This design comes from an exercise in tuning for small area on the open sky130 flow, not from production work. Where RTL was checked, it was by simulation tests only, not by an equivalence proof against the original.

==> inputs of run Y <==
Design mtmp_pow_calc, start of the top module:
module mtmp_pow_calc (
  input  logic       clk,
  input  logic       rst_n,
  input  logic       in_vld,
  input  logic [9:0] imoy_i_j,
  input  logic [9:0] imoy_ii_jj,
  input  logic [9:0] divisor,
  input  logic [1:0] pow_sel,
  output logic       out_vld,
  output logic [8:0] mtmp,
  output logic       div0
);
export LEC_CHECK = 0
export CAP_MARGIN = 20
export CORE_MARGIN = 2
export CORE_UTILIZATION = 55
export SLEW_MARGIN = 20
create_clock -name core_clock -period 7.0 [get_ports {clk}]
standard.sh (not shown) runs the stock make flow with config.mk's settings and CLKGATE_MAP_FILE= SYNTH_SCRIPT=/design/flow/synth_recipe.tcl, a recipe that flattens the netlist after the stock synthesis.
==> flow/flow/run.sh <==
#!/bin/bash
set -euo pipefail
export MTMP_ABC_SCRIPT="$PWD/flow/abc.script"
export MTMP_REF_SYNTH="$PWD/synth_recipe.tcl"
bash standard.sh \
  "SYNTH_SCRIPT=$PWD/flow/synth.tcl" \
  "BUFFER_PORTS_ARGS=-buffer_cell sky130_fd_sc_hd__buf_1" \
  "CTS_ARGS=-sink_clustering_enable -repair_clock_nets -dont_use_dummy_load -buf_list sky130_fd_sc_hd__clkbuf_8 -root_buf sky130_fd_sc_hd__clkbuf_8 -sink_clustering_buffer sky130_fd_sc_hd__clkbuf_8 -sink_clustering_size 10" \
  finish > standard.log 2>&1
==> flow/flow/abc.script <==
&get -n
&st
&dch
&nf
&put
buffer -c
topo
stime -c
dnsize -c
==> flow/flow/synth.tcl <==
proc abc {args} {
  set i [lsearch -exact $args -script]
  if {$i >= 0} { lset args [expr {$i + 1}] $::env(MTMP_ABC_SCRIPT) }
  yosys abc {*}$args
}
source $::env(MTMP_REF_SYNTH)
==> inputs of run P, as changes to run Y <==
--- a/flow/design.v
+++ b/flow/design.v
@@ -6,14 +6,111 @@
   input  logic [9:0] imoy_ii_jj,
   input  logic [9:0] divisor,
   input  logic [1:0] pow_sel,
   output logic       out_vld,
   output logic [8:0] mtmp,
   output logic       div0
 );
+  function automatic logic [8:0] sq_whyb10(input logic [8:0] v);
+    logic t1;
+    logic t2;
+    logic t3;
+    logic t4;
+    logic t5;
+    logic t6;
+    logic t7;
+    logic t8;
+    logic t9;
+    logic t10;
+    logic t11;
+    logic t12;
+    logic t13;
+    logic t14;
+    logic t15;
+    logic t16;
+    logic t17;
+    logic t18;
+    logic t19;
+    logic t20;
+    logic t21;
+    logic t22;
+    logic t23;
+    logic t24;
+    logic t25;
+    logic t26;
+    logic t27;
+    logic t28;
+    logic t29;
+    logic t30;
+    logic t31;
+    logic t32;
+    logic t33;
+    logic t34;
+    logic t35;
+    logic t36;
+    logic t37;
+    logic t38;
+    logic t39;
+    logic t40;
+    logic t41;
+    logic t42;
+    logic [17:0] ra, rb, p;
+    logic c;
+    t1 = (v[0] & v[4]) ^ (v[1] & v[3]) ^ (v[1] & v[2]);
+    t2 = ((v[0] & v[4]) & (v[1] & v[3])) | ((v[0] & v[4]) & (v[1] & v[2])) | ((v[1] & v[3]) & (v[1] & v[2]));
+    t3 = (v[0] & v[5]) ^ (v[1] & v[4]) ^ (v[3] & ~v[2]);
+    t4 = ((v[0] & v[5]) & (v[1] & v[4])) | ((v[0] & v[5]) & (v[3] & ~v[2])) | ((v[1] & v[4]) & (v[3] & ~v[2]));
+    t5 = (v[0] & v[6]) ^ (v[1] & v[5]) ^ (v[2] & v[4]);
+    t6 = ((v[0] & v[6]) & (v[1] & v[5])) | ((v[0] & v[6]) & (v[2] & v[4])) | ((v[1] & v[5]) & (v[2] & v[4]));
+    t7 = (v[0] & v[7]) ^ (v[1] & v[6]) ^ (v[2] & v[5]);
+    t8 = ((v[0] & v[7]) & (v[1] & v[6])) | ((v[0] & v[7]) & (v[2] & v[5])) | ((v[1] & v[6]) & (v[2] & v[5]));
+    t9 = (v[0] & v[8]) ^ (v[1] & v[7]) ^ (v[2] & v[6]);
+    t10 = ((v[0] & v[8]) & (v[1] & v[7])) | ((v[0] & v[8]) & (v[2] & v[6])) | ((v[1] & v[7]) & (v[2] & v[6]));
+    t11 = (v[1] & v[8]) ^ (v[2] & v[7]) ^ (v[3] & v[6]);
+    t12 = ((v[1] & v[8]) & (v[2] & v[7])) | ((v[1] & v[8]) & (v[3] & v[6])) | ((v[2] & v[7]) & (v[3] & v[6]));
+    t13 = (v[2] & v[8]) ^ (v[3] & v[7]) ^ (v[4] & v[6]);
+    t14 = ((v[2] & v[8]) & (v[3] & v[7])) | ((v[2] & v[8]) & (v[4] & v[6])) | ((v[3] & v[7]) & (v[4] & v[6]));
+    t15 = (v[3] & v[8]) ^ (v[4] & v[7]) ^ (v[6] & ~v[5]);
+    t16 = ((v[3] & v[8]) & (v[4] & v[7])) | ((v[3] & v[8]) & (v[6] & ~v[5])) | ((v[4] & v[7]) & (v[6] & ~v[5]));
+    t17 = (v[4] & v[8]) ^ (v[5] & v[7]) ^ (v[5] & v[6]);
+    t18 = ((v[4] & v[8]) & (v[5] & v[7])) | ((v[4] & v[8]) & (v[5] & v[6])) | ((v[5] & v[7]) & (v[5] & v[6]));
+    t19 = t4 ^ t5 ^ (v[2] & v[3]);
+    t20 = (t4 & t5) | (t4 & (v[2] & v[3])) | (t5 & (v[2] & v[3]));
+    t21 = t6 ^ t7 ^ (v[4] & ~v[3]);
+    t22 = (t6 & t7) | (t6 & (v[4] & ~v[3])) | (t7 & (v[4] & ~v[3]));
+    t23 = t8 ^ t9 ^ (v[3] & v[5]);
+    t24 = (t8 & t9) | (t8 & (v[3] & v[5])) | (t9 & (v[3] & v[5]));
+    t25 = t10 ^ t11 ^ (v[5] & ~v[4]);
+    t26 = (t10 & t11) | (t10 & (v[5] & ~v[4])) | (t11 & (v[5] & ~v[4]));
+    t27 = t12 ^ t13 ^ (v[4] & v[5]);
+    t28 = (t12 & t13) | (t12 & (v[4] & v[5])) | (t13 & (v[4] & v[5]));
+    t29 = t18 ^ (v[5] & v[8]) ^ (v[7] & ~v[6]);
+    t30 = (t18 & (v[5] & v[8])) | (t18 & (v[7] & ~v[6])) | ((v[5] & v[8]) & (v[7] & ~v[6]));
+    t31 = t22 ^ t23 ^ (v[3] & v[4]);
+    t32 = (t22 & t23) | (t22 & (v[3] & v[4])) | (t23 & (v[3] & v[4]));
+    t33 = t28 ^ t14 ^ t15;
+    t34 = (t28 & t14) | (t28 & t15) | (t14 & t15);
+    t35 = t30 ^ (v[6] & v[8]) ^ (v[6] & v[7]);
+    t36 = (t30 & (v[6] & v[8])) | (t30 & (v[6] & v[7])) | ((v[6] & v[8]) & (v[6] & v[7]));
+    t37 = t32 ^ t24 ^ t25;
+    t38 = (t32 & t24) | (t32 & t25) | (t24 & t25);
+    t39 = t34 ^ t16 ^ t17;
+    t40 = (t34 & t16) | (t34 & t17) | (t16 & t17);
+    t41 = t38 ^ t26 ^ t27;
+    t42 = (t38 & t26) | (t38 & t27) | (t26 & t27);
+    ra = {(v[7] & v[8]), t36, t35, t40, t39, t42, t41, t37, t31, t20, t19, t2, t1, (v[0] & v[3]), (v[0] & v[2]), (v[1] & ~v[0]), 1'b0, v[0]};
+    rb = {1'b0, (v[8] & ~v[7]), 1'b0, t29, 1'b0, t33, 1'b0, 1'b0, 1'b0, t21, 1'b1, t3, 1'b0, (v[2] & ~v[1]), (v[0] & v[1]), 1'b0, 1'b0, 1'b0};
+    c = 1'b0;
+    for (int i = 0; i < 10; i++) begin
+      p[i] = ra[i] ^ rb[i] ^ c;
+      c = (ra[i] & rb[i]) | (ra[i] & c) | (rb[i] & c);
+    end
+    p[17:10] = ra[17:10] + rb[17:10] + {7'd0, c};
+    sq_whyb10 = (v >= 9'd362) ? 9'h1ff : p[16:8];
+  endfunction
   function automatic logic [8:0] sq_whyb8(input logic [8:0] v);
     logic t1;
     logic t2;
     logic t3;
     logic t4;
     logic t5;
     logic t6;
@@ -144,28 +241,14 @@
     c[8] = cg[17];
     c[9] = cg[13];
     c[10] = cg[18];
     q = cg[11];
     s = p ^ c;
     step_bk = {q, q ? s[9:0] : t[9:0]};
   endfunction
-  function automatic logic [10:0] step_hyb4(input logic [9:0] r, input logic [9:0] ndv);
-    logic [10:0] t, nb, s, c;
-    logic [11:0] d;
-    logic q;
-    t = {r, 1'b0};
-    nb = {1'b1, ndv};
-    c[0] = 1'b1;
-    for (int i = 0; i < 4; i++) begin
-      s[i] = t[i] ^ nb[i] ^ c[i];
-      c[i+1] = (t[i] & nb[i]) | (t[i] & c[i]) | (nb[i] & c[i]);
-    end
-    {q, s[10:4]} = {1'b0, t[10:4]} + {1'b0, nb[10:4]} + {7'd0, c[4]};
-    step_hyb4 = {q, q ? s[9:0] : t[9:0]};
-  endfunction
   logic [10:0] dsub_s0;
   logic [11:0] sub8_s0;
   logic [12:0] ssat_s0;
   logic [9:0] d_s0;
   logic sat_s0;
   logic [9:0] r8_s0;
   logic q8_s0;
@@ -209,35 +292,38 @@
   logic q0_s2;
   logic z_s2;
   logic [8:0] x0_s2;
   logic [8:0] x_q_s3;
   logic [1:0] ps_q_s3;
   logic z_q_s3;
   logic [8:0] x1_s3;
-  logic [8:0] x2_s3;
-  logic p3_s3;
   logic [8:0] x_q_s4;
+  logic [1:0] ps_q_s4;
   logic z_q_s4;
-  logic p3_q_s4;
-  logic [8:0] x3_s4;
-  logic [3:0] vld_q;
+  logic [8:0] x2_s4;
+  logic p3_s4;
+  logic [8:0] x_q_s5;
+  logic z_q_s5;
+  logic p3_q_s5;
+  logic [8:0] x3_s5;
+  logic [4:0] vld_q;
   assign dsub_s0 = {1'b0, imoy_i_j} - {1'b0, imoy_ii_jj};
   assign sub8_s0 = {2'b0, imoy_i_j} - {2'b0, imoy_ii_jj} - {2'b0, divisor};
   assign d_s0 = dsub_s0[10] ? 10'd0 : dsub_s0[9:0];
   assign q8_s0 = ~sub8_s0[11];
   assign r8_s0 = q8_s0 ? sub8_s0[9:0] : d_s0;
   assign ssat_s0 = {3'b0, imoy_i_j} - {3'b0, imoy_ii_jj} - {2'b0, divisor, 1'b0};
   assign sat_s0 = ~ssat_s0[12] | (divisor == 10'd0);
   assign st7_s0 = step_bk(r8_s0, ~divisor);
   assign q7_s0 = st7_s0[10];
   assign r7_s0 = st7_s0[9:0];
   assign st6_s1 = step_bk(r_q_s1, ndv_q_s1);
   assign q6_s1 = st6_s1[10];
   assign r6_s1 = st6_s1[9:0];
-  assign st5_s1 = step_hyb4(r6_s1, ndv_q_s1);
+  assign st5_s1 = step_bk(r6_s1, ndv_q_s1);
   assign q5_s1 = st5_s1[10];
   assign r5_s1 = st5_s1[9:0];
   assign st4_s1 = step_bk(r5_s1, ndv_q_s1);
   assign q4_s1 = st4_s1[10];
   assign r4_s1 = st4_s1[9:0];
   assign st3_s2 = step_bk(r_q_s2, ndv_q_s2);
   assign q3_s2 = st3_s2[10];
@@ -248,21 +334,21 @@
   assign st1_s2 = step_bk(r2_s2, ndv_q_s2);
   assign q1_s2 = st1_s2[10];
   assign r1_s2 = st1_s2[9:0];
   assign st0_s2 = step_bk(r1_s2, ndv_q_s2);
   assign q0_s2 = st0_s2[10];
   assign z_s2 = &ndv_q_s2;
   assign x0_s2 = sat_q_s2 ? 9'h1ff : {q8_q_s2, q7_q_s2, q6_q_s2, q5_q_s2, q4_q_s2, q3_s2, q2_s2, q1_s2, q0_s2};
-  assign x1_s3 = (ps_q_s3 != 2'd0) ? sq_whyb8(x_q_s3) : x_q_s3;
-  assign x2_s3 = ps_q_s3[1] ? sq_whyb8(x1_s3) : x1_s3;
-  assign p3_s3 = &ps_q_s3;
-  assign x3_s4 = p3_q_s4 ? sq_whyb8(x_q_s4) : x_q_s4;
+  assign x1_s3 = (ps_q_s3 != 2'd0) ? sq_whyb10(x_q_s3) : x_q_s3;
+  assign x2_s4 = ps_q_s4[1] ? sq_whyb10(x_q_s4) : x_q_s4;
+  assign p3_s4 = &ps_q_s4;
+  assign x3_s5 = p3_q_s5 ? sq_whyb8(x_q_s5) : x_q_s5;
   always_ff @(posedge clk or negedge rst_n)
     if (!rst_n) vld_q <= '0;
-    else vld_q <= {vld_q[2:0], in_vld};
+    else vld_q <= {vld_q[3:0], in_vld};
   always_ff @(posedge clk) begin
     ndv_q_s1 <= ~divisor;
     ps_q_s1 <= pow_sel;
     sat_q_s1 <= sat_s0;
     r_q_s1 <= r7_s0;
     q8_q_s1 <= q8_s0;
     q7_q_s1 <= q7_s0;
@@ -274,15 +360,18 @@
     q7_q_s2 <= q7_q_s1;
     q6_q_s2 <= q6_s1;
     q5_q_s2 <= q5_s1;
     q4_q_s2 <= q4_s1;
     x_q_s3 <= x0_s2;
     ps_q_s3 <= ps_q_s2;
     z_q_s3 <= z_s2;
-    x_q_s4 <= x2_s3;
+    x_q_s4 <= x1_s3;
+    ps_q_s4 <= ps_q_s3;
     z_q_s4 <= z_q_s3;
-    p3_q_s4 <= p3_s3;
+    x_q_s5 <= x2_s4;
+    z_q_s5 <= z_q_s4;
+    p3_q_s5 <= p3_s4;
   end
-  assign out_vld = vld_q[3];
-  assign mtmp    = x3_s4;
-  assign div0    = z_q_s4;
+  assign out_vld = vld_q[4];
+  assign mtmp    = x3_s5;
+  assign div0    = z_q_s5;
 endmodule
==> flow/flow/abc.script (replaced) <==
&get -n
&st
&dch
&nf
&put
buffer -c
topo
stime -c
upsize -c
dnsize -c
==> inputs of run X, as changes to run Y <==
--- a/flow/design.v
+++ b/flow/design.v
@@ -6,14 +6,111 @@
   input  logic [9:0] imoy_ii_jj,
   input  logic [9:0] divisor,
   input  logic [1:0] pow_sel,
   output logic       out_vld,
   output logic [8:0] mtmp,
   output logic       div0
 );
+  function automatic logic [8:0] sq_whyb10(input logic [8:0] v);
+    logic t1;
+    logic t2;
+    logic t3;
+    logic t4;
+    logic t5;
+    logic t6;
+    logic t7;
+    logic t8;
+    logic t9;
+    logic t10;
+    logic t11;
+    logic t12;
+    logic t13;
+    logic t14;
+    logic t15;
+    logic t16;
+    logic t17;
+    logic t18;
+    logic t19;
+    logic t20;
+    logic t21;
+    logic t22;
+    logic t23;
+    logic t24;
+    logic t25;
+    logic t26;
+    logic t27;
+    logic t28;
+    logic t29;
+    logic t30;
+    logic t31;
+    logic t32;
+    logic t33;
+    logic t34;
+    logic t35;
+    logic t36;
+    logic t37;
+    logic t38;
+    logic t39;
+    logic t40;
+    logic t41;
+    logic t42;
+    logic [17:0] ra, rb, p;
+    logic c;
+    t1 = (v[0] & v[4]) ^ (v[1] & v[3]) ^ (v[1] & v[2]);
+    t2 = ((v[0] & v[4]) & (v[1] & v[3])) | ((v[0] & v[4]) & (v[1] & v[2])) | ((v[1] & v[3]) & (v[1] & v[2]));
+    t3 = (v[0] & v[5]) ^ (v[1] & v[4]) ^ (v[3] & ~v[2]);
+    t4 = ((v[0] & v[5]) & (v[1] & v[4])) | ((v[0] & v[5]) & (v[3] & ~v[2])) | ((v[1] & v[4]) & (v[3] & ~v[2]));
+    t5 = (v[0] & v[6]) ^ (v[1] & v[5]) ^ (v[2] & v[4]);
+    t6 = ((v[0] & v[6]) & (v[1] & v[5])) | ((v[0] & v[6]) & (v[2] & v[4])) | ((v[1] & v[5]) & (v[2] & v[4]));
+    t7 = (v[0] & v[7]) ^ (v[1] & v[6]) ^ (v[2] & v[5]);
+    t8 = ((v[0] & v[7]) & (v[1] & v[6])) | ((v[0] & v[7]) & (v[2] & v[5])) | ((v[1] & v[6]) & (v[2] & v[5]));
+    t9 = (v[0] & v[8]) ^ (v[1] & v[7]) ^ (v[2] & v[6]);
+    t10 = ((v[0] & v[8]) & (v[1] & v[7])) | ((v[0] & v[8]) & (v[2] & v[6])) | ((v[1] & v[7]) & (v[2] & v[6]));
+    t11 = (v[1] & v[8]) ^ (v[2] & v[7]) ^ (v[3] & v[6]);
+    t12 = ((v[1] & v[8]) & (v[2] & v[7])) | ((v[1] & v[8]) & (v[3] & v[6])) | ((v[2] & v[7]) & (v[3] & v[6]));
+    t13 = (v[2] & v[8]) ^ (v[3] & v[7]) ^ (v[4] & v[6]);
+    t14 = ((v[2] & v[8]) & (v[3] & v[7])) | ((v[2] & v[8]) & (v[4] & v[6])) | ((v[3] & v[7]) & (v[4] & v[6]));
+    t15 = (v[3] & v[8]) ^ (v[4] & v[7]) ^ (v[6] & ~v[5]);
+    t16 = ((v[3] & v[8]) & (v[4] & v[7])) | ((v[3] & v[8]) & (v[6] & ~v[5])) | ((v[4] & v[7]) & (v[6] & ~v[5]));
+    t17 = (v[4] & v[8]) ^ (v[5] & v[7]) ^ (v[5] & v[6]);
+    t18 = ((v[4] & v[8]) & (v[5] & v[7])) | ((v[4] & v[8]) & (v[5] & v[6])) | ((v[5] & v[7]) & (v[5] & v[6]));
+    t19 = t4 ^ t5 ^ (v[2] & v[3]);
+    t20 = (t4 & t5) | (t4 & (v[2] & v[3])) | (t5 & (v[2] & v[3]));
+    t21 = t6 ^ t7 ^ (v[4] & ~v[3]);
+    t22 = (t6 & t7) | (t6 & (v[4] & ~v[3])) | (t7 & (v[4] & ~v[3]));
+    t23 = t8 ^ t9 ^ (v[3] & v[5]);
+    t24 = (t8 & t9) | (t8 & (v[3] & v[5])) | (t9 & (v[3] & v[5]));
+    t25 = t10 ^ t11 ^ (v[5] & ~v[4]);
+    t26 = (t10 & t11) | (t10 & (v[5] & ~v[4])) | (t11 & (v[5] & ~v[4]));
+    t27 = t12 ^ t13 ^ (v[4] & v[5]);
+    t28 = (t12 & t13) | (t12 & (v[4] & v[5])) | (t13 & (v[4] & v[5]));
+    t29 = t18 ^ (v[5] & v[8]) ^ (v[7] & ~v[6]);
+    t30 = (t18 & (v[5] & v[8])) | (t18 & (v[7] & ~v[6])) | ((v[5] & v[8]) & (v[7] & ~v[6]));
+    t31 = t22 ^ t23 ^ (v[3] & v[4]);
+    t32 = (t22 & t23) | (t22 & (v[3] & v[4])) | (t23 & (v[3] & v[4]));
+    t33 = t28 ^ t14 ^ t15;
+    t34 = (t28 & t14) | (t28 & t15) | (t14 & t15);
+    t35 = t30 ^ (v[6] & v[8]) ^ (v[6] & v[7]);
+    t36 = (t30 & (v[6] & v[8])) | (t30 & (v[6] & v[7])) | ((v[6] & v[8]) & (v[6] & v[7]));
+    t37 = t32 ^ t24 ^ t25;
+    t38 = (t32 & t24) | (t32 & t25) | (t24 & t25);
+    t39 = t34 ^ t16 ^ t17;
+    t40 = (t34 & t16) | (t34 & t17) | (t16 & t17);
+    t41 = t38 ^ t26 ^ t27;
+    t42 = (t38 & t26) | (t38 & t27) | (t26 & t27);
+    ra = {(v[7] & v[8]), t36, t35, t40, t39, t42, t41, t37, t31, t20, t19, t2, t1, (v[0] & v[3]), (v[0] & v[2]), (v[1] & ~v[0]), 1'b0, v[0]};
+    rb = {1'b0, (v[8] & ~v[7]), 1'b0, t29, 1'b0, t33, 1'b0, 1'b0, 1'b0, t21, 1'b1, t3, 1'b0, (v[2] & ~v[1]), (v[0] & v[1]), 1'b0, 1'b0, 1'b0};
+    c = 1'b0;
+    for (int i = 0; i < 10; i++) begin
+      p[i] = ra[i] ^ rb[i] ^ c;
+      c = (ra[i] & rb[i]) | (ra[i] & c) | (rb[i] & c);
+    end
+    p[17:10] = ra[17:10] + rb[17:10] + {7'd0, c};
+    sq_whyb10 = (v >= 9'd362) ? 9'h1ff : p[16:8];
+  endfunction
   function automatic logic [8:0] sq_whyb8(input logic [8:0] v);
     logic t1;
     logic t2;
     logic t3;
     logic t4;
     logic t5;
     logic t6;
@@ -209,21 +306,24 @@
   logic q0_s2;
   logic z_s2;
   logic [8:0] x0_s2;
   logic [8:0] x_q_s3;
   logic [1:0] ps_q_s3;
   logic z_q_s3;
   logic [8:0] x1_s3;
-  logic [8:0] x2_s3;
-  logic p3_s3;
   logic [8:0] x_q_s4;
+  logic [1:0] ps_q_s4;
   logic z_q_s4;
-  logic p3_q_s4;
-  logic [8:0] x3_s4;
-  logic [3:0] vld_q;
+  logic [8:0] x2_s4;
+  logic p3_s4;
+  logic [8:0] x_q_s5;
+  logic z_q_s5;
+  logic p3_q_s5;
+  logic [8:0] x3_s5;
+  logic [4:0] vld_q;
   assign dsub_s0 = {1'b0, imoy_i_j} - {1'b0, imoy_ii_jj};
   assign sub8_s0 = {2'b0, imoy_i_j} - {2'b0, imoy_ii_jj} - {2'b0, divisor};
   assign d_s0 = dsub_s0[10] ? 10'd0 : dsub_s0[9:0];
   assign q8_s0 = ~sub8_s0[11];
   assign r8_s0 = q8_s0 ? sub8_s0[9:0] : d_s0;
   assign ssat_s0 = {3'b0, imoy_i_j} - {3'b0, imoy_ii_jj} - {2'b0, divisor, 1'b0};
   assign sat_s0 = ~ssat_s0[12] | (divisor == 10'd0);
@@ -248,21 +348,21 @@
   assign st1_s2 = step_bk(r2_s2, ndv_q_s2);
   assign q1_s2 = st1_s2[10];
   assign r1_s2 = st1_s2[9:0];
   assign st0_s2 = step_bk(r1_s2, ndv_q_s2);
   assign q0_s2 = st0_s2[10];
   assign z_s2 = &ndv_q_s2;
   assign x0_s2 = sat_q_s2 ? 9'h1ff : {q8_q_s2, q7_q_s2, q6_q_s2, q5_q_s2, q4_q_s2, q3_s2, q2_s2, q1_s2, q0_s2};
-  assign x1_s3 = (ps_q_s3 != 2'd0) ? sq_whyb8(x_q_s3) : x_q_s3;
-  assign x2_s3 = ps_q_s3[1] ? sq_whyb8(x1_s3) : x1_s3;
-  assign p3_s3 = &ps_q_s3;
-  assign x3_s4 = p3_q_s4 ? sq_whyb8(x_q_s4) : x_q_s4;
+  assign x1_s3 = (ps_q_s3 != 2'd0) ? sq_whyb10(x_q_s3) : x_q_s3;
+  assign x2_s4 = ps_q_s4[1] ? sq_whyb10(x_q_s4) : x_q_s4;
+  assign p3_s4 = &ps_q_s4;
+  assign x3_s5 = p3_q_s5 ? sq_whyb8(x_q_s5) : x_q_s5;
   always_ff @(posedge clk or negedge rst_n)
     if (!rst_n) vld_q <= '0;
-    else vld_q <= {vld_q[2:0], in_vld};
+    else vld_q <= {vld_q[3:0], in_vld};
   always_ff @(posedge clk) begin
     ndv_q_s1 <= ~divisor;
     ps_q_s1 <= pow_sel;
     sat_q_s1 <= sat_s0;
     r_q_s1 <= r7_s0;
     q8_q_s1 <= q8_s0;
     q7_q_s1 <= q7_s0;
@@ -274,15 +374,18 @@
     q7_q_s2 <= q7_q_s1;
     q6_q_s2 <= q6_s1;
     q5_q_s2 <= q5_s1;
     q4_q_s2 <= q4_s1;
     x_q_s3 <= x0_s2;
     ps_q_s3 <= ps_q_s2;
     z_q_s3 <= z_s2;
-    x_q_s4 <= x2_s3;
+    x_q_s4 <= x1_s3;
+    ps_q_s4 <= ps_q_s3;
     z_q_s4 <= z_q_s3;
-    p3_q_s4 <= p3_s3;
+    x_q_s5 <= x2_s4;
+    z_q_s5 <= z_q_s4;
+    p3_q_s5 <= p3_s4;
   end
-  assign out_vld = vld_q[3];
-  assign mtmp    = x3_s4;
-  assign div0    = z_q_s4;
+  assign out_vld = vld_q[4];
+  assign mtmp    = x3_s5;
+  assign div0    = z_q_s5;
 endmodule
==> flow/flow/run.sh (replaced) <==
#!/bin/bash
# The standard layout, with the port buffers made from the smallest plain buffer cell
# instead of the delay buffer buffer_ports picks by default, and a clock tree of clkbuf_8
# cells in clusters of at most 10 flip-flops, without dummy loads. Everything else is unchanged.
set -euo pipefail
bash standard.sh \
  "BUFFER_PORTS_ARGS=-buffer_cell sky130_fd_sc_hd__buf_1" \
  "CTS_ARGS=-sink_clustering_enable -repair_clock_nets -dont_use_dummy_load -buf_list sky130_fd_sc_hd__clkbuf_8 -root_buf sky130_fd_sc_hd__clkbuf_8 -sink_clustering_buffer sky130_fd_sc_hd__clkbuf_8 -sink_clustering_size 10" \
  finish > standard.log 2>&1
GPL_TIMING_DRIVEN = 0   (was default)
removed: flow/flow/abc.script
removed: flow/flow/synth.tcl
==> qor summary <==
| item | run Y | run P | run X |
|---|---|---|---|
| Clock insertion delay at the later pin of the skew report | 0.36 ns | 0.36 ns | 0.38 ns |
| Delay contributed by the slowest stage of the critical path | 0.48 ns | 0.39 ns | 0.41 ns |
| Final Net Count | 1327 | 1307 | 1338 |
| Filler cell count | 1480 | 1508 | 1505 |
| Proportion of final cell area spent on non-clock buffers | 0.0708 | 0.0448 | 0.0575 |
| Critical path destination | x_q_s4[8]$_DFF_P_ | x_q_s3[0]$_SDFF_PP1_ | x_q_s3[0]$_SDFF_PP1_ |
| Worst reg-to-reg setup slack | 0.20 ns | 0.46 ns | 0.24 ns |
| Inverters | 114 | 99 | 98 |
| Number of standard-cell rows in the floorplan | 46 | 47 | 47 |
| Register cell area after layout | 1630 um2 | 1890 um2 | 1910 um2 |
| First-pass detailed-route iteration total | 4 | 6 | 4 |
| Maximum number of pins on one net before global-route repair | 16 | 17 | 16 |
| First-pass GRT wire length | 31300 um | 32700 um | 31600 um |
| Run status | complete, no violations | complete, no violations | complete, no violations |
| Number of well taps | 216 | 220 | 220 |
| CP Max Fanout | 4 | 8 | 5 |
| Synthesized area per cell | 9.01 um2 | 9.27 um2 | 9.38 um2 |
The RTL of run Y was laid out without a check of its function.

[re-timing with driven ports]
Ports are ideal in the flow. The routed layouts listed here were re-timed in OpenROAD. Step 1 (the two cells are an assumption about what drives the block):
set clk [get_ports {clk}]
set_driving_cell -lib_cell sky130_fd_sc_hd__clkbuf_16 $clk
set_driving_cell -lib_cell sky130_fd_sc_hd__buf_2 [delete_from_list [all_inputs] $clk]
Step 2 adds t to the input delays and takes it off the output delays; t is the mean of the earliest and latest rising clock arrival at the registers after step 1. Input paths then give back, and output paths get back, about the clock's delay inside the block. a / b / c = ideal ports / drivers / drivers and shift; a / b = the first two.
| run | shift t [ns] | setup slack, ns | latest minus earliest clock arrival (ns) | slew at the worst register clock pin (ns) |
|---|---|---|---|---|
| run Y | 0.393 | 0.195 / 0.195 / 0.195 | 0.022 / 0.022 | 0.09 / 0.09 |
| run P | 0.390 | 0.462 / 0.462 / 0.457 | 0.030 / 0.030 | 0.10 / 0.10 |
| run X | 0.405 | 0.245 / 0.245 / 0.107 | 0.027 / 0.028 | 0.10 / 0.10 |
After both steps every run listed still meets setup and hold. The setup slack of run X, which loses most, moves by 0.000 ns with the drivers and by -0.138 ns with both steps.
